Background: an optimization exercise with open tools, aiming at small area, a short achievable clock period and few clock cycles per item. Do not read the settings as production practice. Where RTL was checked, it was by simulation tests only, not by an equivalence proof against the original. The RTL of runs 1 to 4 was laid out without a check of its function. Power and IR drop assume default switching activity.

==> design.v <==
`timescale 1ns / 1ps
`default_nettype none
package ptrf_pkg;
   localparam int PEER_SLOTS_DEFAULT = 8;
   localparam int MODE_W   = 2;
   localparam int MAC_W    = 48;
   localparam int MEMBER_W = 8;
   localparam int SEQ_W    = 32;
   localparam int STATUS_W = 3;
   localparam int SLOT_W   = 3;
   localparam logic [MODE_W-1:0] MODE_LEARN  = 2'd0;
   localparam logic [MODE_W-1:0] MODE_ACCEPT = 2'd1;
   localparam logic [MODE_W-1:0] MODE_LOOKUP = 2'd2;
   localparam logic [MODE_W-1:0] MODE_CLEAR  = 2'd3;
   localparam logic [STATUS_W-1:0] STATUS_OK          = 3'd0;
   localparam logic [STATUS_W-1:0] STATUS_MAC_REFUSED = 3'd1;
   localparam logic [STATUS_W-1:0] STATUS_UNKNOWN     = 3'd2;
   localparam logic [STATUS_W-1:0] STATUS_FULL        = 3'd3;
   localparam logic [STATUS_W-1:0] STATUS_STALE       = 3'd4;
   localparam logic [STATUS_W-1:0] STATUS_NO_MATCH    = 3'd5;
   typedef struct packed {
      logic                valid;
      logic [MAC_W-1:0]    mac;
      logic [MEMBER_W-1:0] member;
      logic [SEQ_W-1:0]    seq;
   } entry_type;
   typedef struct packed {
      logic mac_en;
      logic seq_en;
      logic set_valid;
      logic clear_all;
   } wr_type;
   typedef struct packed {
      logic mac_eq;
      logic member_eq;
      logic seq_le;
   } match_type;
endpackage
`default_nettype wire
`timescale 1ns / 1ps
`default_nettype none
module ptrf_match (
   input  logic [ptrf_pkg::MAC_W-1:0]    slot_mac,
   input  logic [ptrf_pkg::MEMBER_W-1:0] slot_member,
   input  logic [ptrf_pkg::MAC_W-1:0]    op_mac,
   input  logic [ptrf_pkg::MEMBER_W-1:0] op_member,
   output logic                          mac_eq,
   output logic                          member_eq
);
   assign mac_eq    = (slot_mac == op_mac);
   assign member_eq = (slot_member == op_member);
endmodule
`default_nettype wire
`timescale 1ns / 1ps
`default_nettype none
module ptrf_store #(
   parameter int PEER_SLOTS = ptrf_pkg::PEER_SLOTS_DEFAULT
) (
   input  logic                                     clock,
   input  logic                                     reset,
   input  logic                                     clear_all,
   input  logic [PEER_SLOTS-1:0]                    id_we,
   input  logic [PEER_SLOTS-1:0]                    set_valid,
   input  logic [ptrf_pkg::MAC_W-1:0]               wr_mac,
   input  logic [ptrf_pkg::MEMBER_W-1:0]            wr_member,
   input  logic [PEER_SLOTS-1:0]                    seq_we,
   input  logic [ptrf_pkg::SEQ_W-1:0]               wr_seq,
   output logic [PEER_SLOTS-1:0]                    valid,
   output logic [PEER_SLOTS*ptrf_pkg::MAC_W-1:0]    mac,
   output logic [PEER_SLOTS*ptrf_pkg::MEMBER_W-1:0] member,
   output logic [PEER_SLOTS*ptrf_pkg::SEQ_W-1:0]    seq
);
   logic [ptrf_pkg::SEQ_W-1:0] seq_d;
   logic [PEER_SLOTS-1:0]      seq_en;
   assign seq_d  = reset ? '0 : wr_seq;
   assign seq_en = seq_we | {PEER_SLOTS{reset}};
   always_ff @(posedge clock) begin
      if (reset) begin
         valid <= '0;
      end else if (clear_all) begin
         valid <= '0;
      end else begin
         valid <= valid | set_valid;
      end
   end
   for (genvar s = 0; s < PEER_SLOTS; s++) begin : g_slot
      always_ff @(posedge clock) begin
         if (id_we[s]) begin
            mac[s*ptrf_pkg::MAC_W +: ptrf_pkg::MAC_W]          <= wr_mac;
            member[s*ptrf_pkg::MEMBER_W +: ptrf_pkg::MEMBER_W] <= wr_member;
         end
         if (seq_en[s]) begin
            seq[s*ptrf_pkg::SEQ_W +: ptrf_pkg::SEQ_W] <= seq_d;
         end
      end
   end
endmodule
`default_nettype wire
`timescale 1ns / 1ps
`default_nettype none
module peer_table_replay_filter_top #(
   parameter int PEER_SLOTS = ptrf_pkg::PEER_SLOTS_DEFAULT
) (
   input  logic                          clock,
   input  logic                          reset,
   input  logic                          csr_write_enable,
   input  logic                          csr_write_data,
   input  logic                          req_valid,
   output logic                          req_stall,
   input  logic [ptrf_pkg::MODE_W-1:0]   req_mode,
   input  logic [ptrf_pkg::MAC_W-1:0]    req_peer_mac,
   input  logic [ptrf_pkg::MEMBER_W-1:0] req_member_id,
   input  logic [ptrf_pkg::SEQ_W-1:0]    req_sequence_req,
   input  logic                          req_reset_window,
   output logic                          rsp_valid,
   input  logic                          rsp_stall,
   output logic [ptrf_pkg::STATUS_W-1:0] rsp_status,
   output logic                          rsp_found,
   output logic [ptrf_pkg::SLOT_W-1:0]   rsp_slot,
   output logic [ptrf_pkg::MAC_W-1:0]    rsp_found_mac
);
   localparam int N      = PEER_SLOTS;
   localparam int MAC_W  = ptrf_pkg::MAC_W;
   localparam int MEM_W  = ptrf_pkg::MEMBER_W;
   localparam int SEQ_W  = ptrf_pkg::SEQ_W;
   localparam int SLOT_W = ptrf_pkg::SLOT_W;
   function automatic logic [N-1:0] lowest(input logic [N-1:0] v);
      logic [N-1:0] r;
      logic         seen;
      r    = '0;
      seen = 1'b0;
      for (int i = 0; i < N; i++) begin
         r[i] = v[i] && !seen;
         seen = seen || v[i];
      end
      lowest = r;
   endfunction
   function automatic logic [SLOT_W-1:0] encode(input logic [N-1:0] oh);
      logic [SLOT_W-1:0] r;
      r = '0;
      for (int i = 0; i < N; i++) begin
         if (oh[i]) r = r | SLOT_W'(i);
      end
      encode = r;
   endfunction
   logic                 provisioned_ff;
   logic                 b_vld_ff;
   logic [1:0]           b_mode_ff;
   logic [MAC_W-1:0]     b_mac_ff;
   logic [MEM_W-1:0]     b_member_ff;
   logic [SEQ_W-1:0]     b_seq_ff;
   logic                 b_rst_ff;
   logic [N-1:0]         b_vdm_ff;
   logic [N-1:0]         b_vdk_ff;
   logic [N-1:0]         b_vdl_ff;
   logic                 b_fwm_ff;
   logic                 b_fwk_ff;
   logic                 b_fwl_ff;
   logic [N-1:0]         b_lastwe_ff;
   logic                 c_vld_ff;
   logic                 c_acc_ff;
   logic                 c_lkp_ff;
   logic [N-1:0]         c_hit_ff;
   logic [SEQ_W-1:0]     c_seq_ff;
   logic                 c_rst_ff;
   logic [2:0]           c_status_ff;
   logic                 c_found_ff;
   logic [SLOT_W-1:0]    c_slot_ff;
   logic                 rsp_valid_ff;
   logic                 full_ff;
   logic [2:0]           rsp_status_ff;
   logic                 rsp_found_ff;
   logic [SLOT_W-1:0]    rsp_slot_ff;
   logic [MAC_W-1:0]     rsp_mac_ff;
   logic out_free, c_free, b_adv, b_free;
   assign out_free  = !rsp_valid_ff || !rsp_stall;
   assign c_free    = !c_vld_ff || out_free;
   assign b_adv     = b_vld_ff && c_free;
   assign b_free    = !b_vld_ff || c_free;
   assign req_stall = full_ff && rsp_stall;
   logic [N-1:0]         t_valid;
   logic [N*MAC_W-1:0]   t_mac;
   logic [N*MEM_W-1:0]   t_member;
   logic [N*SEQ_W-1:0]   t_seq;
   logic                 clear_all;
   logic [N-1:0]         id_we, set_valid, seq_we;
   ptrf_store #(.PEER_SLOTS(N)) u_store (
      .clock       (clock),
      .reset       (reset),
      .clear_all   (clear_all),
      .id_we       (id_we),
      .set_valid   (set_valid),
      .wr_mac      (b_mac_ff),
      .wr_member   (b_member_ff),
      .seq_we      (seq_we),
      .wr_seq      (c_seq_ff),
      .valid       (t_valid),
      .mac         (t_mac),
      .member      (t_member),
      .seq         (t_seq)
   );
   logic [N-1:0] in_meq, in_keq;
   logic         in_fwm, in_fwk;
   for (genvar s = 0; s < N; s++) begin : g_match
      ptrf_match u_match (
         .slot_mac    (t_mac[s*MAC_W +: MAC_W]),
         .slot_member (t_member[s*MEM_W +: MEM_W]),
         .op_mac      (req_peer_mac),
         .op_member   (req_member_id),
         .mac_eq      (in_meq[s]),
         .member_eq   (in_keq[s])
      );
   end
   ptrf_match u_match_fw (
      .slot_mac    (b_mac_ff),
      .slot_member (b_member_ff),
      .op_mac      (req_peer_mac),
      .op_member   (req_member_id),
      .mac_eq      (in_fwm),
      .member_eq   (in_fwk)
   );
   logic [N-1:0] mac_hit, mem_hit;
   logic [N-1:0] learn_hit;
   logic [N-1:0] in_vdm, in_vdk;
   logic         clr_now;
   assign clr_now = b_adv && (b_mode_ff == ptrf_pkg::MODE_CLEAR);
   assign in_vdm  = (t_valid & in_meq) & {N{!clr_now}};
   assign in_vdk  = (t_valid & in_keq) & {N{!clr_now}};
   always_comb begin
      for (int s = 0; s < N; s++) begin
         mac_hit[s]   = b_lastwe_ff[s] ? b_fwm_ff : b_vdm_ff[s];
         mem_hit[s]   = b_lastwe_ff[s] ? b_fwk_ff : b_vdk_ff[s];
         learn_hit[s] = b_lastwe_ff[s] ? b_fwl_ff : b_vdl_ff[s];
      end
   end
   logic [N-1:0]      learn_oh, free_oh, mac_oh, mem_oh;
   logic              learn_found, refused;
   logic [N-1:0]      b_we, b_set, b_hit;
   logic              b_clear, b_acc, b_lkp, b_found;
   logic [2:0]        b_status;
   logic [SLOT_W-1:0] b_slot;
   always_comb begin
      learn_oh    = lowest(learn_hit);
      free_oh     = lowest(~t_valid);
      mac_oh      = lowest(mac_hit);
      mem_oh      = lowest(mem_hit);
      learn_found = |learn_hit;
      refused     = provisioned_ff && !(|(learn_oh & mac_hit));
      b_we     = '0;
      b_set    = '0;
      b_hit    = '0;
      b_clear  = 1'b0;
      b_acc    = 1'b0;
      b_lkp    = 1'b0;
      b_found  = 1'b0;
      b_status = ptrf_pkg::STATUS_OK;
      b_slot   = '0;
      case (b_mode_ff)
         ptrf_pkg::MODE_LEARN: begin
            if (learn_found) begin
               b_found = 1'b1;
               b_slot  = encode(learn_oh);
               if (refused) begin
                  b_status = ptrf_pkg::STATUS_MAC_REFUSED;
               end else begin
                  b_we = learn_oh;
               end
            end else if (provisioned_ff) begin
               b_status = ptrf_pkg::STATUS_UNKNOWN;
            end else if (|free_oh) begin
               b_found = 1'b1;
               b_slot  = encode(free_oh);
               b_we    = free_oh;
               b_set   = free_oh;
            end else begin
               b_status = ptrf_pkg::STATUS_FULL;
            end
         end
         ptrf_pkg::MODE_ACCEPT: begin
            if (|mac_hit) begin
               b_found = 1'b1;
               b_acc   = 1'b1;
               b_hit   = mac_oh;
               b_slot  = encode(mac_oh);
            end else begin
               b_status = ptrf_pkg::STATUS_NO_MATCH;
            end
         end
         ptrf_pkg::MODE_LOOKUP: begin
            if (|mem_hit) begin
               b_found = 1'b1;
               b_lkp   = 1'b1;
               b_hit   = mem_oh;
               b_slot  = encode(mem_oh);
            end else begin
               b_status = ptrf_pkg::STATUS_NO_MATCH;
            end
         end
         default: begin
            b_clear = 1'b1;
         end
      endcase
   end
   assign id_we     = b_adv ? b_we  : '0;
   assign set_valid = b_adv ? b_set : '0;
   assign clear_all = b_adv && b_clear;
   logic [SEQ_W-1:0] cur_seq;
   logic [MAC_W-1:0] hit_mac;
   logic             stale;
   logic [2:0]       c_status;
   always_comb begin
      cur_seq = '0;
      hit_mac = '0;
      for (int s = 0; s < N; s++) begin
         if (c_hit_ff[s])             cur_seq = cur_seq | t_seq[s*SEQ_W +: SEQ_W];
         if (c_hit_ff[s] && c_lkp_ff) hit_mac = hit_mac | t_mac[s*MAC_W +: MAC_W];
      end
      stale    = !c_rst_ff && (c_seq_ff <= cur_seq);
      c_status = c_status_ff;
      if (c_acc_ff) c_status = stale ? ptrf_pkg::STATUS_STALE : ptrf_pkg::STATUS_OK;
   end
   assign seq_we = (c_vld_ff && c_acc_ff && !stale && out_free) ? c_hit_ff : '0;
   always_ff @(posedge clock) begin
      if (reset) begin
         provisioned_ff <= 1'b0;
         b_vld_ff       <= 1'b0;
         c_vld_ff       <= 1'b0;
         rsp_valid_ff   <= 1'b0;
         full_ff        <= 1'b0;
      end else begin
         full_ff <= (b_free ? req_valid : b_vld_ff) &&
                    (c_free ? b_vld_ff : c_vld_ff) &&
                    (out_free ? c_vld_ff : rsp_valid_ff);
         if (csr_write_enable) provisioned_ff <= csr_write_data;
         if (b_free)   b_vld_ff     <= req_valid;
         if (c_free)   c_vld_ff     <= b_vld_ff;
         if (out_free) rsp_valid_ff <= c_vld_ff;
      end
   end
   always_ff @(posedge clock) begin
      if (b_free) begin
         b_mode_ff   <= req_mode;
         b_mac_ff    <= req_peer_mac;
         b_member_ff <= req_member_id;
         b_seq_ff    <= req_sequence_req;
         b_rst_ff    <= req_reset_window;
         b_vdm_ff    <= in_vdm;
         b_vdk_ff    <= in_vdk;
         b_vdl_ff    <= in_vdm | in_vdk;
         b_fwm_ff    <= in_fwm;
         b_fwk_ff    <= in_fwk;
         b_fwl_ff    <= in_fwm || in_fwk;
         b_lastwe_ff <= id_we;
      end
      if (b_adv) begin
         c_acc_ff    <= b_acc;
         c_lkp_ff    <= b_lkp;
         c_hit_ff    <= b_hit;
         c_seq_ff    <= b_seq_ff;
         c_rst_ff    <= b_rst_ff;
         c_status_ff <= b_status;
         c_found_ff  <= b_found;
         c_slot_ff   <= b_slot;
      end
      if (out_free && c_vld_ff) begin
         rsp_status_ff <= c_status;
         rsp_found_ff  <= c_found_ff;
         rsp_slot_ff   <= c_slot_ff;
         rsp_mac_ff    <= hit_mac;
      end
   end
   assign rsp_valid     = rsp_valid_ff;
   assign rsp_status    = rsp_status_ff;
   assign rsp_found     = rsp_found_ff;
   assign rsp_slot      = rsp_slot_ff;
   assign rsp_found_mac = rsp_mac_ff;
endmodule
`default_nettype wire
==> run.sh <==
#!/bin/bash
# synth_recipe.tcl (not shown) runs the flow's synth.tcl, then flattens the netlist and writes it again
# the make line also repeats each setting of config.mk as NAME=value (left out here)
make -C /OpenROAD-flow-scripts/flow DESIGN_CONFIG=/design/flow/config.mk WORK_HOME=/design/flow/orfs CLKGATE_MAP_FILE= SYNTH_SCRIPT=/design/flow/synth_recipe.tcl finish
==> config.mk <==
export PLATFORM = sky130hd
export DESIGN_NAME = peer_table_replay_filter_top
export DESIGN_NICKNAME = peer_table_replay_filter_top
export VERILOG_FILES = /design/flow/design.v
export SDC_FILE = /design/flow/constraint.sdc
export NUM_CORES = 4
export LEC_CHECK = 0
export CAP_MARGIN = 20
export CORE_MARGIN = 2
export CORE_UTILIZATION = 65
export SETUP_SLACK_MARGIN = 2.4
export SLEW_MARGIN = 20
==> constraint.sdc <==
create_clock -name core_clock -period 5.0 [get_ports {clock}]
set_input_delay 1.0000 -clock core_clock [delete_from_list [all_inputs] [get_ports {clock}]]
set_output_delay 1.0000 -clock core_clock [all_outputs]
set_load 0.01 [all_outputs]
==> results of run 1 <==
## sequential cells by signal (all words and copies together), names as in the netlist, 8 cells and up
register,count
b_vdl_ff,8
u_store.member,64
rsp_mac_ff,48
u_store.mac,384
b_vdk_ff,8
c_seq_ff,32
b_lastwe_ff,8
c_hit_ff,8
b_member_ff,8
u_store.seq,256
u_store.valid,8
b_mac_ff,48
b_vdm_ff,8
b_seq_ff,32
## placed cells by master, fill, tap and decap left out, types with 16 or more instances in the layout
cell type and instances:
nor4_2 17, clkbuf_16 104, nand2_1 40, o22ai_1 26, nor4_4 16, xnor2_2 26, clkbuf_2 16, a21oi_1 25
buf_6 48, buf_4 96, nand4_1 140, nor2b_1 45, buf_12 68, buf_16 52, xor2_1 193, inv_1 70
ha_1 34, edfxtp_1 935, clkbuf_1 18, clkinv_2 22, and4_1 33, xnor2_1 198, nor4_1 37, clkdlybuf4s50_1 92
nor2_1 29, a22oi_1 322
## critical path: cells and delay by family (launching register included)
kind	cells	cell delay (ps)
flip-flops	1	380
adder cells (fa/ha/maj)	1	290
AO/OA/AOI/OAI	5	1220
buffers and inverters	5	800
AND/OR/NAND/NOR	3	600
## final timing paths
path | endpoint | slack (ps) | start
worst max register to register | u_store.seq[211] | 1440 | c_hit_ff[2]
worst max-delay path | u_store.seq[211] | 1440 | c_hit_ff[2]
worst min register to register | c_seq_ff[21] | 420 | b_seq_ff[21]
worst min-delay path | c_seq_ff[21] | 420 | b_seq_ff[21]
## area by class of cell
cell class                 instances  share of cell area, %
timing repair buffer             442                   11.6
antenna                           11                 0.0539
tap                              790                   1.94
clock buffer                     111                   4.69
inverter                          73                  0.544
multi-input combinational       1465                   24.4
clock inverter                    63                   1.25
sequential                       948                   55.5
## through the flow
step	instances	total power, mW	cell area (um2)
after floorplan	2631	9.72	40400
after global placement	3487	10.2	42900
after detailed placement	3488	10.2	42900
after CTS	3827	17.2	49700
after global routing	3896	17.7	51000
final	3903	17.4	51000
## logic make-up (layout without fill, tap and decap cells)
| logic type | Yosys count | in the layout | synth area share (%) |
|---|---|---|---|
| flops | 948 | 948 | 70.4 |
| mux | 16 | 16 | 0.420 |
| compound gates | 510 | 511 | 9.41 |
| other cells | 0 | 11 | 0 |
| simple gates | 469 | 469 | 7.01 |
| fa+ha+maj | 37 | 37 | 1.15 |
| buf+inv | 219 | 689 | 2.21 |
| xor+xnor | 432 | 432 | 9.40 |
## repair_timing
item,CTS,global route
pin swaps,50,51
setup endpoints to repair,761,742
buffers inserted,115,53
gates resized for setup,392,182
hold buffers,0,0
gates cloned,50,12
## power groups by stage
stage | sequential, mW | combinational [mW] | clock, mW
after global placement | 9.23 | 0.951 | 0
after floorplan | 9.19 | 0.528 | 0
after detailed placement | 9.24 | 0.965 | 0
after CTS | 9.08 | 1.06 | 7.04
after global routing | 9.10 | 1.22 | 7.36
final | 9.09 | 1.20 | 7.09
## cells in the mapped netlist, types with 33 or more instances
cell and n:
edfxtp_1 935, a22oi_1 332, xnor2_1 235, xor2_1 197, nand4_1 140, clkbuf_1 101
inv_1 72, nor4_1 69, nor2b_1 49, nand2_1 47, ha_1 37, and4_1 33
## layer usage
| metal | routed length [um] | global-route usage, % |
|---|---|---|
| met1 | 48000 | 57.0 |
| met4 | 13300 | 31.7 |
| met5 | 49 | 0 |
| met3 | 20600 | 12.3 |
| met2 | 65700 | 66.7 |
==> flow_metrics.tcl, run 1 <==
set metrics [dict create \
    via_count 28700 \
    clock_insertion_delay_worst_skew_ps 670 \
    netlist_instances 2631 \
    setup.worst_path.end_class "register" \
    timing.critical_path.slowest_cell_delay_ps 380 \
    grt_pass1_wl_um 197000 \
    syn_nets 2765 \
    first_global_vias 26600 \
    power.share.combinational_pct 6.9 \
    placement.setup.worst_slack_ps 734 \
    path_cells "buf_6, buf_16, buf_4, a22oi_1, and4_1, ha_1, nand4_1, nor3_1, a221oi_1, a21oi_1, a32o_2, buf_12, a21o_4, buf_12" \
    antenna_left 0 \
    proportion_of_register_bits_with_asynchronous_set_or_reset_after_synthesis_pct 0 \
    post-route-drc-count 0 \
    clock_tree_from_tritoncts "done" \
    core_area_um2 61500 \
    multi_input_comb_area_um2 12400 \
    final-hold-violation-count 0 \
    drt_iter0_markers 4850 \
    cell_internal_pwr_mw 13.4 \
    clkSlewWorstSetupHoldPaths_ps 60 \
    ys_seq_area_share_pct 70.4 \
    synth.yosys.warnings 2 \
    synth-seq-cells 948 \
    number_of_antenna_violations_at_the_first_check_in_global_routing 14 \
    rsz0062_at_grt "true" \
    fin_hold_ws_ps 415 \
    syn-mean-instance-area_um2 15.3 \
    power_frac_clock_pct 40.8 \
    power_per_cell_area_nw_per_um2 340 \
    clock_buffer_count_from_cts 93 \
    initial_utilization_pct 65.5 \
    timing.final.max_slew_violations 0 \
    fin_skew_ps 34.9 \
    min_path_type "register to register" \
    rows 91 \
    die_height_um 253 \
    setup_tns_ps 0 \
    clock-sinks 948 \
    synth.top_cells.by_area "edfxtp_1 70%, a22oi_1 6.2%, xnor2_1 5.1%, xor2_1 4.3%, nand4_1 2.2%" \
    power.share.sequential_pct 52.3 \
    cts.path.max_buffers 3 \
    synth_top_area_share_pct 69.8 \
    io_pins 154 \
    crit_path_frequent_cell "buf_12" \
    avgViaCountPerCell 7.35 \
    synthesis.area_um2 40300 \
    ctsRootBufferMaster "clkbuf_16" \
    ir_worst_vdd_v 0.000335 \
    layout_worst_path_cycle_share_pct 71.1 \
    ys_dominant_reg_cell "edfxtp_1" \
    static-leakage-power_nw 17.6 \
    number_of_library_cell_types_mapped_by_synthesis 72 \
    die_x_um 253 \
    report.final.setup_viol 0 \
    timing.hold.worst_path_depth 0 \
    max_cap_violations 0 \
    finalWorstPathRequiredPeriod_ps 3560 \
    layout-area-overhead-vs-synth_pct 26.8 \
    power.net_switching_mw 4.02 \
    power.share.switching_pct 23.1 \
    die_area_um2 63900 \
    relative_max_transition_margin_pct 18.1 \
    worst_endpoint_data_arrival_time_ps 3960 \
    worst_path_required_ps 5400 \
    synth_top_cell_by_area "edfxtp_1" \
    grt_remaining_overflow 0 \
    crit_fanout 16 \
    gp_routability_congestion 1.08 \
    drt_pass1_iterations 6 \
    number_of_synthesized_flops_with_an_enable_pin 935 \
    postRouteWirelength_um 148000 \
    detailedPlacementHpwl_um 82700 \
    fillers 2949 \
    portBuffers 153 \
    status "timing/DRC/antenna clean" \
    track_usage_pct 44.7 \
    timing.critical_path.slowest_stage_cell "edfxtp_1" \
    avgRoutedWirePerCell_um 37.8 \
    layout.core_utilization_pct 83.0 \
    finalNetCount 3157 \
    worst-r2r-cell-count 14 \
    finalWorstSetupSlack_ps 1440 \
    cts.htree.levels 3 \
    critical_path_class "register to register" \
    layout-drive-gt1-share_pct 21.5 \
    tightestPinTransition_ps 1230 \
    final-seq-area_um2 28300 \
    clock.fmax_ghz 0.281 \
    grt_max_degree 112 \
    cp-start-kind "register" \
]
==> run 2, diff against run 1 <==
--- a/config.mk
+++ b/config.mk
@@ -7,6 +7,6 @@
 export LEC_CHECK = 0
 export CAP_MARGIN = 20
 export CORE_MARGIN = 2
-export CORE_UTILIZATION = 65
+export CORE_UTILIZATION = 50
 export SETUP_SLACK_MARGIN = 2.4
 export SLEW_MARGIN = 20
==> run 2 against run 1 <==
Still clean on timing, DRC and antenna. Global-route usage shrank 9.7 points. Clock power grew 2%. Non-clock buffer count shrank 26. First-iteration DRC count shrank 17%. Critical path depth shrank 2. Sequential share of layout area grew 0.22 points. Fmax grew 3.0%. Via count shrank 5.7%. Register-to-register slack gained 100 ps. Routed wire length grew 2.0%. Worst hold slack gained 1.5 ps. Clock-buffer cell count grew 17. Critical path type unchanged. Largest cell class unchanged. Highest routed layer is now met4.
==> flow_metrics.tcl, run 2 <==
set metrics [dict create \
    synth-seq-cells 948 \
    io_pins 154 \
    gp_routability_congestion 1.02 \
    layout_worst_path_cycle_share_pct 69.0 \
    most_used_cells_in_the_layout_excluding_fill_and_tap_cells "935 x edfxtp_1, 321 x a22oi_1, 206 x xnor2_1, 190 x xor2_1, 140 x nand4_1" \
    ys_dominant_reg_cell "edfxtp_1" \
    rrSetupSlack_ps 1550 \
    power_per_cell_area_nw_per_um2 344 \
    proportion_of_register_bits_with_asynchronous_set_or_reset_after_synthesis_pct 0 \
    layout-area-overhead-vs-synth_pct 26.3 \
    status "timing/DRC/antenna clean" \
    fin_skew_ps 23.5 \
    clock_tree_from_tritoncts "done" \
    worst_path_required_ps 5390 \
    syn_nets 2765 \
    worst_hold_startpoint "b_seq_ff[7]" \
    clock.fmax_ghz 0.290 \
    power_frac_clock_pct 41.5 \
    drt_iter0_markers 4015 \
    netlist_instances 2631 \
    synth_top_cells_by_count "935 x edfxtp_1, 332 x a22oi_1, 235 x xnor2_1" \
    ff_to_ff_start "c_hit_ff[4]" \
    antenna_left 0 \
    cell_count_final_fillers_out 4144 \
    design_area_um2 50800 \
    ys_seq_area_share_pct 70.4 \
    yosys.cell_count.top_type "edfxtp_1" \
    cts.htree.levels 3 \
    grt_remaining_overflow 0 \
    number_of_synthesized_flops_with_an_enable_pin 935 \
    power.share.switching_pct 22.5 \
    crit_fanout 23 \
    biggestRegsByFlops "u_store.mac (384), u_store.seq (256), u_store.member (64)" \
    die_x_um 288 \
    syn-mean-instance-area_um2 15.3 \
    min_path_type "register to register" \
    ir_worst_vdd_v 0.000364 \
    setup_tns_ps 0 \
    cts.path.max_buffers 3 \
    layout-drive-gt1-share_pct 20.4 \
    postPlaceCellArea_um2 43400 \
    synth.top_cells.by_area "edfxtp_1 70%, a22oi_1 6.2%, xnor2_1 5.1%, xor2_1 4.3%, nand4_1 2.2%" \
    final_common_cell "edfxtp_1" \
    placed_cells_incl_taps 3766 \
    synth.yosys.warnings 2 \
    number_of_library_cell_types_mapped_by_synthesis 72 \
    power.share.combinational_pct 6.6 \
    setup.worst_path.end_class "register" \
    min_to "c_seq_ff[7]" \
    die_height_um 288 \
    power.share.sequential_pct 52.0 \
    clock_buffer_count_from_cts 98 \
    power.net_switching_mw 3.94 \
    finalNetCount 3135 \
    timing.final.max_slew_violations 0 \
    die_area_um2 82800 \
    worst_endpoint_data_arrival_time_ps 3840 \
    static-leakage-power_nw 17.4 \
    tightestPinTransition_ps 1010 \
    rows 104 \
    cts_hold_buf 0 \
    number_of_antenna_violations_at_the_first_check_in_global_routing 5 \
    report.final.setup_viol 0 \
    final-hold-violation-count 0 \
    crit-reg2reg-capture "u_store.seq[189]" \
    max_cap_violations 0 \
    synthesis.area_um2 40300 \
    via_count 27000 \
    ctsRootBufferMaster "clkbuf_16" \
    avgRoutedWirePerCell_um 36.3 \
    cp-start-kind "register" \
    synth_top_cell_by_area "edfxtp_1" \
    clock_insertion_delay_worst_skew_ps 670 \
    cell_internal_pwr_mw 13.6 \
    max_flop_register "u_store.mac" \
    largest_register_ffs 384 \
    synth_top_area_share_pct 69.8 \
    rsz0062_at_grt "true" \
    timing.hold.worst_path_depth 0 \
    grt_max_degree 67 \
    avgViaCountPerCell 6.52 \
    postRouteWirelength_um 151000 \
    portBuffers 153 \
    initial_utilization_pct 50.2 \
    relative_max_transition_margin_pct 32.6 \
    critical_path_class "register to register" \
    total_power_mw 17.5 \
    first_global_vias 26000 \
    clkSlewWorstSetupHoldPaths_ps 60 \
    grt_pass1_wl_um 201000 \
    post-route-drc-count 0 \
    finalWorstPathRequiredPeriod_ps 3450 \
    track_usage_pct 34.9 \
    core_area_um2 80200 \
    clock-sinks 948 \
    worst-r2r-cell-count 12 \
    drt_pass1_iterations 6 \
    detailedPlacementHpwl_um 89000 \
]
run 2: cell types whose count changed in the layout (fill, tap and decap cells not counted), sizes merged, moves of 5 or more:
cell,previous run,this run
buf,292,258
diode,11,4
clkinvlp,8,3
clkbuf,140,160
clkdlybuf4s50,92,87
clkdlybuf4s15,11,20
run 2: critical path: stages, from the launching register on:
cell,delay (ps)
edfxtp_1,410
buf_12,170
buf_6,140
a22oi_1,150
and4_1,260
ha_4,220
a21oi_1,150
nand2_1,80
a211o_1,320
or4_4,470
a32o_2,350
a21o_4,260
buf_12,170
run 2: power by group through the flow:
stage | sequential (mW) | combinational, mW | clock [mW]
6_report | 9.09 | 1.15 | 7.26
3_3_place_gp | 9.25 | 0.992 | 0
3_5_place_dp | 9.25 | 0.994 | 0
2_1_floorplan | 9.19 | 0.528 | 0
4_1_cts | 9.09 | 1.09 | 7.32
5_1_grt | 9.11 | 1.19 | 7.61
run 2: cell families (layout without fill, tap and decap cells):
| kind of cell | Yosys count | after routing | share of synthesized area, % |
|---|---|---|---|
| multiplexers | 16 | 16 | 0.420 |
| buffers and inverters | 219 | 668 | 2.21 |
| AND/OR/NAND/NOR | 469 | 469 | 7.01 |
| AO/OA/AOI/OAI | 510 | 510 | 9.41 |
| flip-flops | 948 | 948 | 70.4 |
| adder cells (fa/ha/maj) | 37 | 37 | 1.15 |
| XOR/XNOR | 432 | 432 | 9.40 |
| other | 0 | 4 | 0 |
run 2: final cells by class:
| type | count | area, um2 |
|---|---|---|
| Fill cell | 5827 | 29300 |
| Sequential cell | 948 | 28300 |
| Multi-Input combinational cell | 1464 | 12300 |
| Timing Repair Buffer | 416 | 5480 |
| Clock buffer | 128 | 2640 |
| Tap cell | 1060 | 1330 |
| Clock inverter | 51 | 518 |
| Inverter | 73 | 274 |
| Antenna cell | 4 | 10.0 |
run 2: per-stage QoR:
stage,util [%],setup WS (ps),hold slack [ps]
global placement,54.2,602,405
CTS,61.7,1650,418
finish,63.4,1550,417
detailed placement,54.2,596,405
global route,63.4,1480,423
floorplan,-,1400,400
run 2: how the worst max path moves through the flow:
| stage | from | end | slack (ps) | cells past startpoint |
|---|---|---|---|---|
| after global placement | c_hit_ff[6] | u_store.seq[168] | 600 | 9 |
| after CTS | c_hit_ff[7] | u_store.seq[103] | 1650 | 12 |
| after floorplan | rsp_stall | b_lastwe_ff[0] | 1400 | 5 |
| final | c_hit_ff[4] | u_store.seq[189] | 1550 | 12 |
| after global routing | c_hit_ff[4] | u_store.seq[181] | 1480 | 12 |
| after detailed placement | c_hit_ff[6] | u_store.seq[168] | 600 | 9 |
run 2: repair_timing:
action,in CTS,in global routing
resized for setup,392,120
pin swaps,57,30
gates cloned,32,31
setup buffers,104,28
setup endpoints to repair,759,737
run 2: layer usage:
layer / vias to the layer above / GRT usage [%] / part of all wire, %
li1: 11100 / - / -
met1: 13700 / 46.6 / 37
met2: 1792 / 54.2 / 46
met3: 385 / 6.16 / 9.7
met4: 0 / 20.3 / 7.0
met5: - / 0 / 0
==> run 3, diff against run 2 <==
--- a/design.v
+++ b/design.v
@@ -172,6 +172,9 @@
    logic                 rsp_found_ff;
    logic [SLOT_W-1:0]    rsp_slot_ff;
    logic [MAC_W-1:0]     rsp_mac_ff;
+   logic                 sw_pend_ff;
+   logic [N-1:0]         sw_hit_ff;
+   logic [SEQ_W-1:0]     sw_seq_ff;
    logic out_free, c_free, b_adv, b_free;
    assign out_free  = !rsp_valid_ff || !rsp_stall;
    assign c_free    = !c_vld_ff || out_free;
@@ -193,7 +196,7 @@
       .wr_mac      (b_mac_ff),
       .wr_member   (b_member_ff),
       .seq_we      (seq_we),
-      .wr_seq      (c_seq_ff),
+      .wr_seq      (sw_seq_ff),
       .valid       (t_valid),
       .mac         (t_mac),
       .member      (t_member),
@@ -305,6 +308,7 @@
    assign set_valid = b_adv ? b_set : '0;
    assign clear_all = b_adv && b_clear;
    logic [SEQ_W-1:0] cur_seq;
+   logic             fwd;
    logic [MAC_W-1:0] hit_mac;
    logic             stale;
    logic [2:0]       c_status;
@@ -315,11 +319,13 @@
          if (c_hit_ff[s])             cur_seq = cur_seq | t_seq[s*SEQ_W +: SEQ_W];
          if (c_hit_ff[s] && c_lkp_ff) hit_mac = hit_mac | t_mac[s*MAC_W +: MAC_W];
       end
+      fwd      = sw_pend_ff && |(sw_hit_ff & c_hit_ff);
+      if (fwd) cur_seq = sw_seq_ff;
       stale    = !c_rst_ff && (c_seq_ff <= cur_seq);
       c_status = c_status_ff;
       if (c_acc_ff) c_status = stale ? ptrf_pkg::STATUS_STALE : ptrf_pkg::STATUS_OK;
    end
-   assign seq_we = (c_vld_ff && c_acc_ff && !stale && out_free) ? c_hit_ff : '0;
+   assign seq_we = sw_pend_ff ? sw_hit_ff : '0;
    always_ff @(posedge clock) begin
       if (reset) begin
          provisioned_ff <= 1'b0;
@@ -327,10 +333,12 @@
          c_vld_ff       <= 1'b0;
          rsp_valid_ff   <= 1'b0;
          full_ff        <= 1'b0;
+         sw_pend_ff     <= 1'b0;
       end else begin
          full_ff <= (b_free ? req_valid : b_vld_ff) &&
                     (c_free ? b_vld_ff : c_vld_ff) &&
                     (out_free ? c_vld_ff : rsp_valid_ff);
+         sw_pend_ff <= c_vld_ff && c_acc_ff && !stale && out_free;
          if (csr_write_enable) provisioned_ff <= csr_write_data;
          if (b_free)   b_vld_ff     <= req_valid;
          if (c_free)   c_vld_ff     <= b_vld_ff;
@@ -362,6 +370,8 @@
          c_found_ff  <= b_found;
          c_slot_ff   <= b_slot;
       end
+      sw_hit_ff <= c_hit_ff;
+      sw_seq_ff <= c_seq_ff;
       if (out_free && c_vld_ff) begin
          rsp_status_ff <= c_status;
          rsp_found_ff  <= c_found_ff;
==> run 3 against run 2 <==
Still clean on timing, DRC and antenna. Sequential power up 3.9%. Non-clock buffer count up 29. Flip-flop and latch count rose by 41. Register-to-register slack improved by 290 ps. Critical path depth grew 3. Core utilization up 0.97 points. Final cell count is 4.0% higher. Via count is 6.3% higher. Critical endpoint is now rsp_status_ff[2]. Highest routed layer is now met5.
==> flow_metrics.tcl, run 3 <==
set metrics [dict create \
    status "timing/DRC/antenna clean" \
    detailedPlacementHpwl_um 96900 \
    relative_max_transition_margin_pct 31.5 \
    critical_path_class "register to register" \
    postPlaceCellArea_um2 44500 \
    proportion_of_register_bits_with_asynchronous_set_or_reset_after_synthesis_pct 0 \
    worst_endpoint_data_arrival_time_ps 3660 \
    max_flop_register "u_store.mac" \
    finalWorstPathRequiredPeriod_ps 3160 \
    report.final.setup_viol 0 \
    min_path_type "register to register" \
    avgViaCountPerCell 6.67 \
    clock.fmax_ghz 0.316 \
    layout-area-overhead-vs-synth_pct 27.6 \
    drt_iter0_markers 4128 \
    min_to "sw_seq_ff[7]" \
    biggestRegsByFlops "u_store.mac (384), u_store.seq (256), u_store.member (64)" \
    cell_internal_pwr_mw 14.3 \
    syn-mean-instance-area_um2 15.1 \
    post-route-drc-count 0 \
    ff_to_ff_start "c_hit_ff[1]" \
    grt_max_degree 109 \
    largest_register_ffs 384 \
    crit-reg2reg-capture "rsp_status_ff[2]" \
    yosys.cell_count.top_type "edfxtp_1" \
    cell_count_final_fillers_out 4308 \
    rows 105 \
    setup.worst_path.end_class "register" \
    die_area_um2 85200 \
    synth_top_area_share_pct 67.8 \
    antenna_left 0 \
    die_x_um 292 \
    rrSetupSlack_ps 1840 \
    ir_worst_vdd_v 0.000310 \
    timing.final.max_slew_violations 0 \
    crit_fanout 9 \
    avgRoutedWirePerCell_um 37.9 \
    power.share.combinational_pct 6.7 \
    initial_utilization_pct 50.5 \
    final-hold-violation-count 0 \
    gp_routability_congestion 1.06 \
    synth.top_cells.by_area "edfxtp_1 68%, a22oi_1 4.9%, xor2_1 4.7%, xnor2_1 4.0%, dfxtp_1 2.6%" \
    rsz0062_at_grt "true" \
    number_of_library_cell_types_mapped_by_synthesis 80 \
    ctsRootBufferMaster "clkbuf_16" \
    syn_nets 2884 \
    drt_pass1_iterations 7 \
    clock_insertion_delay_worst_skew_ps 690 \
    core_area_um2 82100 \
    synth_top_cells_by_count "935 x edfxtp_1, 270 x a22oi_1, 222 x xor2_1" \
    layout-drive-gt1-share_pct 20.4 \
    final_common_cell "edfxtp_1" \
    power.share.switching_pct 22.9 \
    synthesis.area_um2 41400 \
    clock_buffer_count_from_cts 103 \
    number_of_synthesized_flops_with_an_enable_pin 935 \
    power_per_cell_area_nw_per_um2 350 \
    netlist_instances 2750 \
    portBuffers 153 \
    first_global_vias 27600 \
    most_used_cells_in_the_layout_excluding_fill_and_tap_cells "935 x edfxtp_1, 268 x a22oi_1, 206 x xor2_1, 180 x xnor2_1, 163 x nand4_1" \
    track_usage_pct 38.0 \
    finalNetCount 3282 \
    placed_cells_incl_taps 3874 \
    ys_seq_area_share_pct 70.4 \
    power_frac_clock_pct 42.4 \
    cp-start-kind "register" \
    clkSlewWorstSetupHoldPaths_ps 60 \
    timing.hold.worst_path_depth 0 \
    worst_hold_startpoint "c_seq_ff[7]" \
    cts.path.max_buffers 3 \
    tightestPinTransition_ps 1030 \
    synth-seq-cells 989 \
    postRouteWirelength_um 163000 \
    power.share.sequential_pct 51.0 \
    grt_remaining_overflow 0 \
    synth_top_cell_by_area "edfxtp_1" \
    fillers 5831 \
    via_count 28700 \
    io_pins 154 \
    worst-r2r-cell-count 15 \
    grt_pass1_wl_um 224000 \
    die_height_um 292 \
    clock_tree_from_tritoncts "done" \
    design_area_um2 52900 \
    static-leakage-power_nw 18.4 \
    fin_skew_ps 48.7 \
    layout_worst_path_cycle_share_pct 63.2 \
    clock-sinks 989 \
    total_power_mw 18.5 \
    ys_dominant_reg_cell "edfxtp_1" \
    power.net_switching_mw 4.24 \
    worst_path_required_ps 5500 \
    number_of_antenna_violations_at_the_first_check_in_global_routing 7 \
    synth.yosys.warnings 2 \
    cts.htree.levels 3 \
    max_cap_violations 0 \
]
run 3: cell families after synthesis:
logic type               Yosys count  synth area share, %
AO/OA/AOI/OAI                    563                 10.2
flip-flops                       989                 70.4
XOR/XNOR                         412                 8.71
buffers and inverters            231                 2.19
multiplexers                      12                0.296
AND/OR/NAND/NOR                  506                 7.16
adder cells (fa/ha/maj)           37                 1.12
run 3: worst max path at each step:
stage | from | end | slack [ps] | cells after the start
finish | c_hit_ff[1] | rsp_status_ff[2] | 1840 | 15
floorplan | rsp_stall | b_fwk_ff | -1150 | 1
CTS | c_hit_ff[1] | rsp_status_ff[2] | 1830 | 16
global route | c_hit_ff[1] | rsp_status_ff[2] | 1730 | 15
global placement | req_peer_mac[0] | b_vdl_ff[6] | 340 | 8
detailed placement | req_peer_mac[0] | b_vdl_ff[6] | 340 | 8
run 3: metal layers:
metal  wire, um  vias to the layer above  share of wire, %  track usage [%]
li1           -                    11600                 -                -
met1      60200                    14500                37             50.3
met2      72300                     2108                44             57.0
met3      17900                      495                11             8.81
met4      12800                        4               7.8             23.9
met5         38                        -             0.023                0
run 3: per-stage QoR:
step	TNS [ps]	hold slack [ps]	utilization (%)	worst slack, ps
2_1_floorplan	-146160	346	-	-1150
3_5_place_dp	0	367	54.2	338
3_3_place_gp	0	367	54.1	344
6_report	0	380	64.4	1840
4_1_cts	0	381	63.4	1830
5_1_grt	0	395	64.4	1730
run 3: final cells by class:
| cell class | instances | area (um2) | area share, % |
|---|---|---|---|
| antenna | 2 | 5.00 | 0.00947 |
| clock buffer | 133 | 2740 | 5.18 |
| clock inverter | 60 | 716 | 1.35 |
| inverter | 76 | 299 | 0.566 |
| multi-input combinational | 1533 | 12700 | 24.0 |
| sequential | 989 | 29200 | 55.2 |
| tap | 1070 | 1340 | 2.53 |
| timing repair buffer | 445 | 5910 | 11.2 |
run 3: power by group through the flow:
stage	sequential (mW)	clock, mW	combinational, mW
floorplan	9.56	0	0.552
global placement	9.60	0	1.06
detailed placement	9.61	0	1.06
CTS	9.44	7.90	1.15
global route	9.46	8.23	1.26
finish	9.44	7.85	1.23
run 3: critical path, cell delays in order, from the launching register on:
cell	delay (ps)
edfxtp_1	470
a22oi_2	200
nand4_1	130
buf_6	160
buf_12	140
nand2_8	110
nand4_1	90
o21ai_0	90
ha_1	280
nand4_1	120
buf_6	160
nor2_2	40
a221o_1	340
a211o_1	270
a211o_1	280
o221ai_2	80
run 3: timing repair:
item	in CTS	in global routing
resized for setup	366	151
cloned	60	2
hold endpoints to repair	0	0
endpoints found under the setup margin	510	490
pin swaps	48	53
hold buffers	0	0
buffers inserted	133	43
==> run 4, diff against run 3 <==
--- a/design.v
+++ b/design.v
@@ -157,6 +157,13 @@
    logic                 b_fwk_ff;
    logic                 b_fwl_ff;
    logic [N-1:0]         b_lastwe_ff;
+   logic [N-1:0]         b_prevwe_ff;
+   logic                 b_fpm_ff;
+   logic                 b_fpk_ff;
+   logic                 b_fpl_ff;
+   logic [N-1:0]         pw_we_ff;
+   logic [MAC_W-1:0]     pw_mac_ff;
+   logic [MEM_W-1:0]     pw_member_ff;
    logic                 c_vld_ff;
    logic                 c_acc_ff;
    logic                 c_lkp_ff;
@@ -191,10 +198,10 @@
       .clock       (clock),
       .reset       (reset),
       .clear_all   (clear_all),
-      .id_we       (id_we),
+      .id_we       (pw_we_ff),
       .set_valid   (set_valid),
-      .wr_mac      (b_mac_ff),
-      .wr_member   (b_member_ff),
+      .wr_mac      (pw_mac_ff),
+      .wr_member   (pw_member_ff),
       .seq_we      (seq_we),
       .wr_seq      (sw_seq_ff),
       .valid       (t_valid),
@@ -203,7 +210,7 @@
       .seq         (t_seq)
    );
    logic [N-1:0] in_meq, in_keq;
-   logic         in_fwm, in_fwk;
+   logic         in_fwm, in_fwk, in_fpm, in_fpk;
    for (genvar s = 0; s < N; s++) begin : g_match
       ptrf_match u_match (
          .slot_mac    (t_mac[s*MAC_W +: MAC_W]),
@@ -222,6 +229,14 @@
       .mac_eq      (in_fwm),
       .member_eq   (in_fwk)
    );
+   ptrf_match u_match_fp (
+      .slot_mac    (pw_mac_ff),
+      .slot_member (pw_member_ff),
+      .op_mac      (req_peer_mac),
+      .op_member   (req_member_id),
+      .mac_eq      (in_fpm),
+      .member_eq   (in_fpk)
+   );
    logic [N-1:0] mac_hit, mem_hit;
    logic [N-1:0] learn_hit;
    logic [N-1:0] in_vdm, in_vdk;
@@ -231,9 +246,9 @@
    assign in_vdk  = (t_valid & in_keq) & {N{!clr_now}};
    always_comb begin
       for (int s = 0; s < N; s++) begin
-         mac_hit[s]   = b_lastwe_ff[s] ? b_fwm_ff : b_vdm_ff[s];
-         mem_hit[s]   = b_lastwe_ff[s] ? b_fwk_ff : b_vdk_ff[s];
-         learn_hit[s] = b_lastwe_ff[s] ? b_fwl_ff : b_vdl_ff[s];
+         mac_hit[s]   = b_lastwe_ff[s] ? b_fwm_ff : b_prevwe_ff[s] ? b_fpm_ff : b_vdm_ff[s];
+         mem_hit[s]   = b_lastwe_ff[s] ? b_fwk_ff : b_prevwe_ff[s] ? b_fpk_ff : b_vdk_ff[s];
+         learn_hit[s] = b_lastwe_ff[s] ? b_fwl_ff : b_prevwe_ff[s] ? b_fpl_ff : b_vdl_ff[s];
       end
    end
    logic [N-1:0]      learn_oh, free_oh, mac_oh, mem_oh;
@@ -334,11 +349,13 @@
          rsp_valid_ff   <= 1'b0;
          full_ff        <= 1'b0;
          sw_pend_ff     <= 1'b0;
+         pw_we_ff       <= '0;
       end else begin
          full_ff <= (b_free ? req_valid : b_vld_ff) &&
                     (c_free ? b_vld_ff : c_vld_ff) &&
                     (out_free ? c_vld_ff : rsp_valid_ff);
          sw_pend_ff <= c_vld_ff && c_acc_ff && !stale && out_free;
+         pw_we_ff   <= id_we;
          if (csr_write_enable) provisioned_ff <= csr_write_data;
          if (b_free)   b_vld_ff     <= req_valid;
          if (c_free)   c_vld_ff     <= b_vld_ff;
@@ -359,6 +376,10 @@
          b_fwk_ff    <= in_fwk;
          b_fwl_ff    <= in_fwm || in_fwk;
          b_lastwe_ff <= id_we;
+         b_prevwe_ff <= pw_we_ff & {N{!clr_now}};
+         b_fpm_ff    <= in_fpm;
+         b_fpk_ff    <= in_fpk;
+         b_fpl_ff    <= in_fpm || in_fpk;
       end
       if (b_adv) begin
          c_acc_ff    <= b_acc;
@@ -370,6 +391,8 @@
          c_found_ff  <= b_found;
          c_slot_ff   <= b_slot;
       end
+      pw_mac_ff    <= b_mac_ff;
+      pw_member_ff <= b_member_ff;
       sw_hit_ff <= c_hit_ff;
       sw_seq_ff <= c_seq_ff;
       if (out_free && c_vld_ff) begin
==> run 4 against run 3 <==
Still clean. Flip-flop and latch count up 75. Global-route usage down 4.3 points. Setup slack worse by 130 ps. Clock-buffer cell count rose by 14. Largest cell class unchanged. Highest routed layer unchanged.
==> flow_metrics.tcl, run 4 <==
set metrics [dict create \
    status "timing/DRC/antenna clean" \
    rrSetupSlack_ps 1710 \
    finalWorstSetupSlack_ps 1710 \
    worst_hold_startpoint "c_seq_ff[27]" \
    met3_length_um 13200 \
    rsz0062_at_grt "true" \
    critical_path_class "register to register" \
    drt_pass1_iterations 5 \
    clkSlewWorstSetupHoldPaths_ps 60 \
    grt_pass1_wl_um 212000 \
    routedLengthMet1_um 61200 \
    layout-drive-gt1-share_pct 18.4 \
    die_x_um 300 \
    post-route-drc-count 0 \
    placement.setup.worst_slack_ps 723 \
    power.share.sequential_pct 49.5 \
    fin_skew_ps 34.1 \
    die_area_um2 89700 \
    yosys.cell_count.top_type "edfxtp_1" \
    max_cap_violations 0 \
    io_pins 154 \
    track_usage_pct 33.7 \
    grt_remaining_overflow 0 \
    ys_dominant_reg_cell "edfxtp_1" \
    cts.path.max_buffers 3 \
    power.share.switching_pct 22.2 \
    number_of_library_cell_types_mapped_by_synthesis 74 \
    setup.worst_path.end_class "register" \
    first_global_vias 27000 \
    avgViaCountPerCell 6.39 \
    synthesis.area_um2 43700 \
    drt_iter0_markers 3493 \
    via_count 28100 \
    synth_top_cell_by_area "edfxtp_1" \
    min_path_type "register to register" \
    core_area_um2 86600 \
    grt_max_degree 115 \
    max_flop_register "u_store.mac" \
    worstSetupStartpoint "c_hit_ff[0]" \
    power_frac_clock_pct 44.4 \
    timing.hold.worst_path_depth 0 \
    static-leakage-power_nw 18.3 \
    most_used_cells_in_the_layout_excluding_fill_and_tap_cells "946 x edfxtp_1, 284 x xor2_1, 261 x a22oi_1, 176 x xnor2_1, 157 x nand4_1" \
    power_per_cell_area_nw_per_um2 386 \
    final-hold-violation-count 0 \
    initial_utilization_pct 50.4 \
    crit_fanout 34 \
    final_common_cell "edfxtp_1" \
    layout-area-overhead-vs-synth_pct 20.9 \
    rows 108 \
    proportion_of_register_bits_with_asynchronous_set_or_reset_after_synthesis_pct 0 \
    power.net_switching_mw 4.53 \
    worst_path_required_ps 5410 \
    clock-sinks 1064 \
    clock.fmax_ghz 0.304 \
    ff_to_ff_start "c_hit_ff[0]" \
    synth.top_cells.by_area "edfxtp_1 65%, xor2_1 6.0%, dfxtp_1 5.4%, a22oi_1 4.6%, xnor2_1 4.0%" \
    synth_top_cells_by_count "946 x edfxtp_1, 299 x xor2_1, 265 x a22oi_1" \
    cell_internal_pwr_mw 15.9 \
    detailed_routed_wire_length_on_met2_um 71700 \
    top_layer "met5" \
    clock_buffer_count_from_cts 112 \
    number_of_synthesized_flops_with_an_enable_pin 946 \
    layout.core_utilization_pct 61.0 \
    ir_worst_vdd_v 0.000300 \
    postRouteWirelength_um 153000 \
    report.final.setup_viol 0 \
    fin_hold_ws_ps 381 \
    gp_routability_congestion 1.05 \
    clock_tree_from_tritoncts "done" \
    min_to "sw_seq_ff[27]" \
    power.share.combinational_pct 6.1 \
    clock_insertion_delay_worst_skew_ps 690 \
    syn-mean-instance-area_um2 15.2 \
    die_height_um 300 \
    tightestPinTransition_ps 1180 \
    layout_worst_path_cycle_share_pct 65.7 \
    synth-seq-cells 1064 \
    antenna_left 0 \
    largest_register_ffs 384 \
    biggestRegsByFlops "u_store.mac (384), u_store.seq (256), u_store.member (64)" \
    ys_seq_area_share_pct 70.5 \
    cts.htree.levels 3 \
    relative_max_transition_margin_pct 21.4 \
    avgRoutedWirePerCell_um 34.8 \
    cp-start-kind "register" \
    number_of_antenna_violations_at_the_first_check_in_global_routing 9 \
    ctsRootBufferMaster "clkbuf_16" \
    detailedPlacementHpwl_um 101000 \
    crit-reg2reg-capture "rsp_status_ff[2]" \
    finalNetCount 3276 \
    netlist_instances 2880 \
    worst-r2r-cell-count 13 \
    timing.final.max_slew_violations 0 \
    finalWorstPathRequiredPeriod_ps 3290 \
    portBuffers 153 \
    synth_top_area_share_pct 65.1 \
    synth.yosys.warnings 2 \
    worst_endpoint_data_arrival_time_ps 3700 \
    syn_nets 3014 \
]
-- run 4: cell count changes in the layout (fill, tap and decap cells not counted), moves of 12 or more --
cell      change
buf_6        -39
buf_12       -38
nand2b_1     -22
clkinv_1     -12
nor2_1       +12
nor4_1       +17
buf_8        -14
dfxtp_1      +55
o21a_1       +12
o22ai_1      -12
xnor2_2      +15
xor2_1       +78
buf_16       -61
inv_1        -13
-- run 4: layout make-up --
class	count	area (um2)
Fill cell	6614	33800
Sequential cell	1064	30800
Multi-Input combinational cell	1612	13500
Clock buffer	147	3170
Timing Repair Buffer	293	2800
Tap cell	1155	1450
Clock inverter	65	896
Inverter	59	229
Antenna cell	1	2.50
-- run 4: kinds of logic (layout without fill, tap and decap cells) --
kind of cell	Yosys count	count (layout)	synth area share, %
muxes	34	34	0.811
AOI/OAI and AO/OA	538	538	9.10
buffers and inverters	207	564	1.87
and+or+nand+nor	500	503	6.67
adders and majority gates	37	37	1.06
DFF	1064	1064	70.5
other	0	1	0
xor gates and xnor gates	500	500	10.0
-- run 4: metrics by stage --
step / power (mW) / TNS, ps / cell area, um2 / cells
floorplan: 10.8 / -216620 / 43800 / 2880
global placement: 11.4 / 0 / 46600 / 4096
detailed placement: 11.4 / 0 / 46600 / 4096
CTS: 20.4 / 0 / 51800 / 4343
global route: 20.9 / 0 / 52800 / 4395
finish: 20.4 / 0 / 52800 / 4396
-- run 4: what timing repair did --
action,4_1_cts,5_1_grt
hold buffers,0,0
endpoints found under the setup margin,63,44
pin swaps,32,65
buffers inserted,29,52
cloned,6,0
gates resized for setup,264,202
-- run 4: worst max-delay path: stages, from the launching register on --
cell and delay (ps):
edfxtp_1 400, buf_4 160, buf_12 170, a22o_1 250
a221oi_2 200, nand4_1 140, o21ai_2 80, ha_1 170
nand4_1 80, or3_4 490, a221oi_4 320, o31ai_2 110
o21bai_2 270, mux2i_1 120
-- run 4: layer usage --
| layer | vias to the layer above | track usage [%] |
|---|---|---|
| li1 | 11800 | - |
| met1 | 14400 | 46.0 |
| met2 | 1557 | 53.3 |
| met3 | 311 | 6.68 |
| met4 | 14 | 13.5 |
| met5 | - | 0 |
-- run 4: worst max path at each step --
stage,end,slack [ps],cells after the start
finish,rsp_status_ff[2],1710,13
global route,rsp_status_ff[2],1660,15
CTS,rsp_status_ff[2],1820,12
detailed placement,rsp_status_ff[2],720,12
global placement,b_vdl_ff[5],760,7
floorplan,b_fpk_ff,-1570,1
-- run 4: power by group through the flow --
stage / logic [mW] / clock network, mW / registers [mW]
final: 1.25 / 9.05 / 10.1
after global routing: 1.30 / 9.48 / 10.1
after global placement: 1.10 / 0 / 10.3
after floorplan: 0.574 / 0 / 10.2
after detailed placement: 1.10 / 0 / 10.3
after CTS: 1.17 / 9.13 / 10.1
==> run 5, diff against run 4 <==
--- a/design.v
+++ b/design.v
@@ -50,6 +50,18 @@
    assign mac_eq    = (slot_mac == op_mac);
    assign member_eq = (slot_member == op_member);
 endmodule
+module ptrf_seq_cmp (
+   input  logic [ptrf_pkg::SEQ_W-1:0] q,
+   input  logic [ptrf_pkg::SEQ_W-1:0] t,
+   output logic                       lt_hi,
+   output logic                       eq_hi,
+   output logic                       le_lo
+);
+   localparam int H = ptrf_pkg::SEQ_W / 2;
+   assign lt_hi = (q[ptrf_pkg::SEQ_W-1:H] <  t[ptrf_pkg::SEQ_W-1:H]);
+   assign eq_hi = (q[ptrf_pkg::SEQ_W-1:H] == t[ptrf_pkg::SEQ_W-1:H]);
+   assign le_lo = (q[H-1:0] <= t[H-1:0]);
+endmodule
 `default_nettype wire
 `timescale 1ns / 1ps
 `default_nettype none
@@ -175,11 +187,12 @@
    logic [SLOT_W-1:0]    c_slot_ff;
    logic                 rsp_valid_ff;
    logic                 full_ff;
-   logic [2:0]           rsp_status_ff;
+   logic [1:0]           rsp_status_ff;
+   logic                 o_pa_ff, o_pb_ff, o_pc_ff, o_st2_ff, o_acc_ff;
    logic                 rsp_found_ff;
    logic [SLOT_W-1:0]    rsp_slot_ff;
    logic [MAC_W-1:0]     rsp_mac_ff;
-   logic                 sw_pend_ff;
+   logic                 sw_first_ff;
    logic [N-1:0]         sw_hit_ff;
    logic [SEQ_W-1:0]     sw_seq_ff;
    logic out_free, c_free, b_adv, b_free;
@@ -323,10 +336,11 @@
    assign set_valid = b_adv ? b_set : '0;
    assign clear_all = b_adv && b_clear;
    logic [SEQ_W-1:0] cur_seq;
-   logic             fwd;
    logic [MAC_W-1:0] hit_mac;
-   logic             stale;
-   logic [2:0]       c_status;
+   logic             t_lt_hi, t_eq_hi, t_le_lo;
+   logic             f_lt_hi, f_eq_hi, f_le_lo;
+   logic             o_stale, o_write, fwd;
+   logic             c_accnr;
    always_comb begin
       cur_seq = '0;
       hit_mac = '0;
@@ -334,13 +348,26 @@
          if (c_hit_ff[s])             cur_seq = cur_seq | t_seq[s*SEQ_W +: SEQ_W];
          if (c_hit_ff[s] && c_lkp_ff) hit_mac = hit_mac | t_mac[s*MAC_W +: MAC_W];
       end
-      fwd      = sw_pend_ff && |(sw_hit_ff & c_hit_ff);
-      if (fwd) cur_seq = sw_seq_ff;
-      stale    = !c_rst_ff && (c_seq_ff <= cur_seq);
-      c_status = c_status_ff;
-      if (c_acc_ff) c_status = stale ? ptrf_pkg::STATUS_STALE : ptrf_pkg::STATUS_OK;
    end
-   assign seq_we = sw_pend_ff ? sw_hit_ff : '0;
+   ptrf_seq_cmp u_cmp_tab (
+      .q     (c_seq_ff),
+      .t     (cur_seq),
+      .lt_hi (t_lt_hi),
+      .eq_hi (t_eq_hi),
+      .le_lo (t_le_lo)
+   );
+   ptrf_seq_cmp u_cmp_fwd (
+      .q     (c_seq_ff),
+      .t     (sw_seq_ff),
+      .lt_hi (f_lt_hi),
+      .eq_hi (f_eq_hi),
+      .le_lo (f_le_lo)
+   );
+   assign o_stale = o_pa_ff || (o_pb_ff && o_pc_ff);
+   assign o_write = sw_first_ff && o_acc_ff && !o_stale;
+   assign fwd     = o_write && |(sw_hit_ff & c_hit_ff);
+   assign c_accnr = c_acc_ff && !c_rst_ff;
+   assign seq_we = o_write ? sw_hit_ff : '0;
    always_ff @(posedge clock) begin
       if (reset) begin
          provisioned_ff <= 1'b0;
@@ -348,13 +375,13 @@
          c_vld_ff       <= 1'b0;
          rsp_valid_ff   <= 1'b0;
          full_ff        <= 1'b0;
-         sw_pend_ff     <= 1'b0;
+         sw_first_ff    <= 1'b0;
          pw_we_ff       <= '0;
       end else begin
          full_ff <= (b_free ? req_valid : b_vld_ff) &&
                     (c_free ? b_vld_ff : c_vld_ff) &&
                     (out_free ? c_vld_ff : rsp_valid_ff);
-         sw_pend_ff <= c_vld_ff && c_acc_ff && !stale && out_free;
+         sw_first_ff <= c_vld_ff && out_free;
          pw_we_ff   <= id_we;
          if (csr_write_enable) provisioned_ff <= csr_write_data;
          if (b_free)   b_vld_ff     <= req_valid;
@@ -396,14 +423,19 @@
       sw_hit_ff <= c_hit_ff;
       sw_seq_ff <= c_seq_ff;
       if (out_free && c_vld_ff) begin
-         rsp_status_ff <= c_status;
+         rsp_status_ff <= c_acc_ff ? 2'b00 : c_status_ff[1:0];
+         o_st2_ff      <= !c_acc_ff && c_status_ff[2];
+         o_acc_ff      <= c_acc_ff;
+         o_pa_ff       <= c_accnr && (fwd ? f_lt_hi : t_lt_hi);
+         o_pb_ff       <= c_accnr && (fwd ? f_eq_hi : t_eq_hi);
+         o_pc_ff       <= fwd ? f_le_lo : t_le_lo;
          rsp_found_ff  <= c_found_ff;
          rsp_slot_ff   <= c_slot_ff;
          rsp_mac_ff    <= hit_mac;
       end
    end
    assign rsp_valid     = rsp_valid_ff;
-   assign rsp_status    = rsp_status_ff;
+   assign rsp_status    = {o_st2_ff || o_stale, rsp_status_ff};
    assign rsp_found     = rsp_found_ff;
    assign rsp_slot      = rsp_slot_ff;
    assign rsp_found_mac = rsp_mac_ff;
--- a/config.mk
+++ b/config.mk
@@ -8,5 +8,7 @@
 export CAP_MARGIN = 20
 export CORE_MARGIN = 2
 export CORE_UTILIZATION = 50
+export CTS_BUF_LIST = sky130_fd_sc_hd__clkbuf_4 sky130_fd_sc_hd__clkbuf_8
 export SETUP_SLACK_MARGIN = 2.4
 export SLEW_MARGIN = 20
+export TNS_END_PERCENT = 10
==> run 5 against run 4 <==
Sequential power about the same. Clock skew up 4.7 ps. Non-clock buffer count grew 32. Sequential share of layout area down 0.11 points. Worst hold slack worse by 8.8 ps. Largest cell class unchanged.
==> flow_metrics.tcl, run 5 <==
set metrics [dict create \
    status "timing/DRC/antenna clean" \
    drt_pass1_iterations 6 \
    layout_worst_path_cycle_share_pct 57.8 \
    report.final.setup_viol 0 \
    number_of_synthesized_flops_with_an_enable_pin 950 \
    min_path_type "register to register" \
    synthesis.area_um2 44300 \
    synth_top_cell_by_area "edfxtp_1" \
    grt_pass1_wl_um 218000 \
    ys_seq_area_share_pct 69.7 \
    post-route-drc-count 0 \
    netlist_instances 2955 \
    proportion_of_register_bits_with_asynchronous_set_or_reset_after_synthesis_pct 0 \
    fillers 6761 \
    most_used_cells_in_the_layout_excluding_fill_and_tap_cells "950 x edfxtp_1, 297 x xor2_1, 296 x a22oi_1, 194 x clkbuf_8, 182 x xnor2_1" \
    synth-seq-cells 1068 \
    yosys.cell_count.top_type "edfxtp_1" \
    synth.yosys.warnings 2 \
    layout-area-overhead-vs-synth_pct 19.8 \
    timing.final.max_slew_violations 0 \
    gp_routability_congestion 1.06 \
    postPlaceCellArea_um2 47600 \
    placed_cells_incl_taps 4223 \
    cts.htree.levels 4 \
    clock-sinks 1068 \
    multi_input_comb_area_um2 13600 \
    clock_insertion_delay_worst_skew_ps 890 \
    antenna_left 0 \
    io_pins 154 \
    power_per_cell_area_nw_per_um2 364 \
    final_common_cell "edfxtp_1" \
    grt_remaining_overflow 0 \
    ctsRootBufferMaster "clkbuf_8" \
    portBuffers 153 \
    clock_tree_from_tritoncts "done" \
    avgViaCountPerCell 6.30 \
    design_area_um2 53100 \
    fin_skew_ps 38.9 \
    rsz0062_at_grt "true" \
    total_power_mw 19.3 \
    syn-mean-instance-area_um2 15.0 \
    cts_hold_buf 0 \
    finalNetCount 3479 \
    die_area_um2 91000 \
    worst_path_required_ps 5750 \
    placement.setup.worst_slack_ps 469 \
    synth.top_cells.by_area "edfxtp_1 64%, xor2_1 5.9%, a22oi_1 5.6%, dfxtp_1 5.3%, xnor2_1 3.8%" \
    ff_to_ff_start "c_hit_ff[1]" \
    finalWorstSetupSlack_ps 2110 \
    synth_top_cells_by_count "950 x edfxtp_1, 332 x a22oi_1, 300 x xor2_1" \
    finalWorstPathRequiredPeriod_ps 2890 \
    worst_hold_startpoint "b_mac_ff[4]" \
    fin_hold_ws_ps 372 \
    initial_utilization_pct 50.3 \
    track_usage_pct 34.6 \
    clock_buffer_count_from_cts 173 \
    ys_dominant_reg_cell "edfxtp_1" \
    die_height_um 302 \
    cp-start-kind "input port" \
    gr-usage-met3_pct 7.83 \
    worstSetupStartpoint "req_peer_mac[23]" \
    layout-drive-gt1-share_pct 19.9 \
    core_area_um2 88100 \
    postRouteWirelength_um 158000 \
    synth_top_area_share_pct 64.4 \
    relative_max_transition_margin_pct 24.1 \
    final-hold-violation-count 0 \
    tightestPinTransition_ps 1140 \
    biggestRegsByFlops "u_store.mac (384), u_store.seq (256), u_store.member (64)" \
    critical_path_class "input port to register" \
    clkSlewWorstSetupHoldPaths_ps 60 \
    number_of_library_cell_types_mapped_by_synthesis 69 \
    max_flop_register "u_store.mac" \
    die_x_um 302 \
    via_count 29200 \
    max_cap_violations 0 \
    global_route.usage.met2_pct 53.8 \
    syn_nets 3121 \
    setup.worst_path.end_class "register" \
    rows 109 \
    number_of_antenna_violations_at_the_first_check_in_global_routing 11 \
    setup_tns_ps 0 \
    static-leakage-power_nw 18.7 \
    worst_endpoint_data_arrival_time_ps 3640 \
    use_met1_pct 46.4 \
    largest_register_ffs 384 \
    detailedPlacementHpwl_um 107000 \
    first_global_vias 28700 \
    drt_iter0_markers 3581 \
    cts.path.max_buffers 3 \
    grt_busiest_layer "met2" \
    timing.hold.worst_path_depth 0 \
    avgRoutedWirePerCell_um 34.1 \
    crit_fanout 10 \
    layout.core_utilization_pct 60.3 \
    clock.fmax_ghz 0.346 \
    grt_max_degree 61 \
    worst-r2r-cell-count 8 \
    cell_count_final_fillers_out 4629 \
    final-seq-area_um2 30900 \
    ir_worst_vdd_v 0.000251 \
]
run 5: cell types whose count changed after synthesis, moves of 28 or more:
cell      delta
and4_1      +28
inv_1       +32
a221oi_1    -29
ha_1        +32
a22o_1      -29
a22oi_1     +67
run 5: per-layer routing:
layer  vias to the layer above  routed length [um]
met5                         -                  45
met4                         8                7730
met3                       366               14300
met2                      1695               73000
met1                     14900               62700
li1                      12200                   -
run 5: area by class of cell:
cell class                      count  share of cell area (%)
Antenna cell                        8                  0.0377
Multi-Input combinational cell   1654                    25.6
Clock buffer                      263                    6.01
Clock inverter                     55                   0.811
Timing Repair Buffer              325                    5.93
Inverter                           91                   0.651
Sequential cell                  1068                    58.2
Tap cell                         1165                    2.75
run 5: kinds of logic (layout without fill, tap and decap cells):
group / Yosys count / count (layout) / share of synthesized area (%)
adders and majority gates: 70 / 70 / 1.97
muxes: 33 / 33 / 0.777
xor gates and xnor gates: 493 / 493 / 9.75
AOI/OAI and AO/OA: 546 / 546 / 8.97
DFF: 1068 / 1068 / 69.7
buffers and inverters: 233 / 734 / 2.00
and+or+nand+nor: 512 / 512 / 6.79
other: 0 / 8 / 0
run 5: worst paths after layout:
kind,to,slack [ps]
max,b_vdl_ff[4],2110
min,pw_mac_ff[4],370
max reg2reg,rsp_mac_ff[17],2230
min reg2reg,pw_mac_ff[4],370
run 5: what timing repair did:
item | in CTS | in global routing
gates resized for setup | 253 | 97
buffers inserted | 48 | 26
setup endpoints to repair | 237 | 182
cloned | 6 | 0
pin swaps | 59 | 38
run 5: critical path: stages:
cell	delay, ps
clkdlybuf4s50_1	450
buf_4	210
xor2_1	200
nor4_1	790
nand4_1	300
nor2_1	170
nor4b_1	340
or2_2	180
run 5: where the power goes:
part           internal [mW]  switching, mW  leakage [nW]
Sequential              9.96          0.160          10.2
Combinational          0.461          0.853          6.64
Clock                   4.34           3.55          1.93
Testbench counts of run 5, summed over its fixed seeds: cycles 6,448, requests 6,400.

-- afterwards: timing with drivers on the ports --
The flow's constraints put no driver on any port. The routed layouts listed below were extracted and timed again, unchanged, in two steps.
Step 1 assumes that a clkbuf_16 drives the clock port and a buf_2 every other input.
Step 2 also shifts input and output timing later by t, the mid clock arrival at the registers, as if the neighbouring blocks saw the same clock.
Three values: ideal, step 1, step 2; two values: the first two.
| run | t, ns | setup WS [ns] | clock arrival spread, ns | cell pins on the clock port's net |
|---|---|---|---|---|
| run 1 | 0.726 | 1.445 / 1.445 / 1.445 | 0.036 / 0.036 | 1 |
| run 2 | 0.730 | 1.548 / 1.548 / 1.548 | 0.024 / 0.025 | 1 |
| run 3 | 0.734 | 1.840 / 1.840 / 1.636 | 0.052 / 0.052 | 1 |
| run 4 | 0.749 | 1.714 / 1.714 / 1.637 | 0.034 / 0.034 | 1 |
| run 5 | 0.937 | 2.109 / 2.151 / 1.214 | 0.039 / 0.040 | 1 |
After both steps every run listed still meets setup and hold. The setup slack of run 5, which loses most, moves by +0.042 ns with the drivers and by -0.895 ns with both steps.
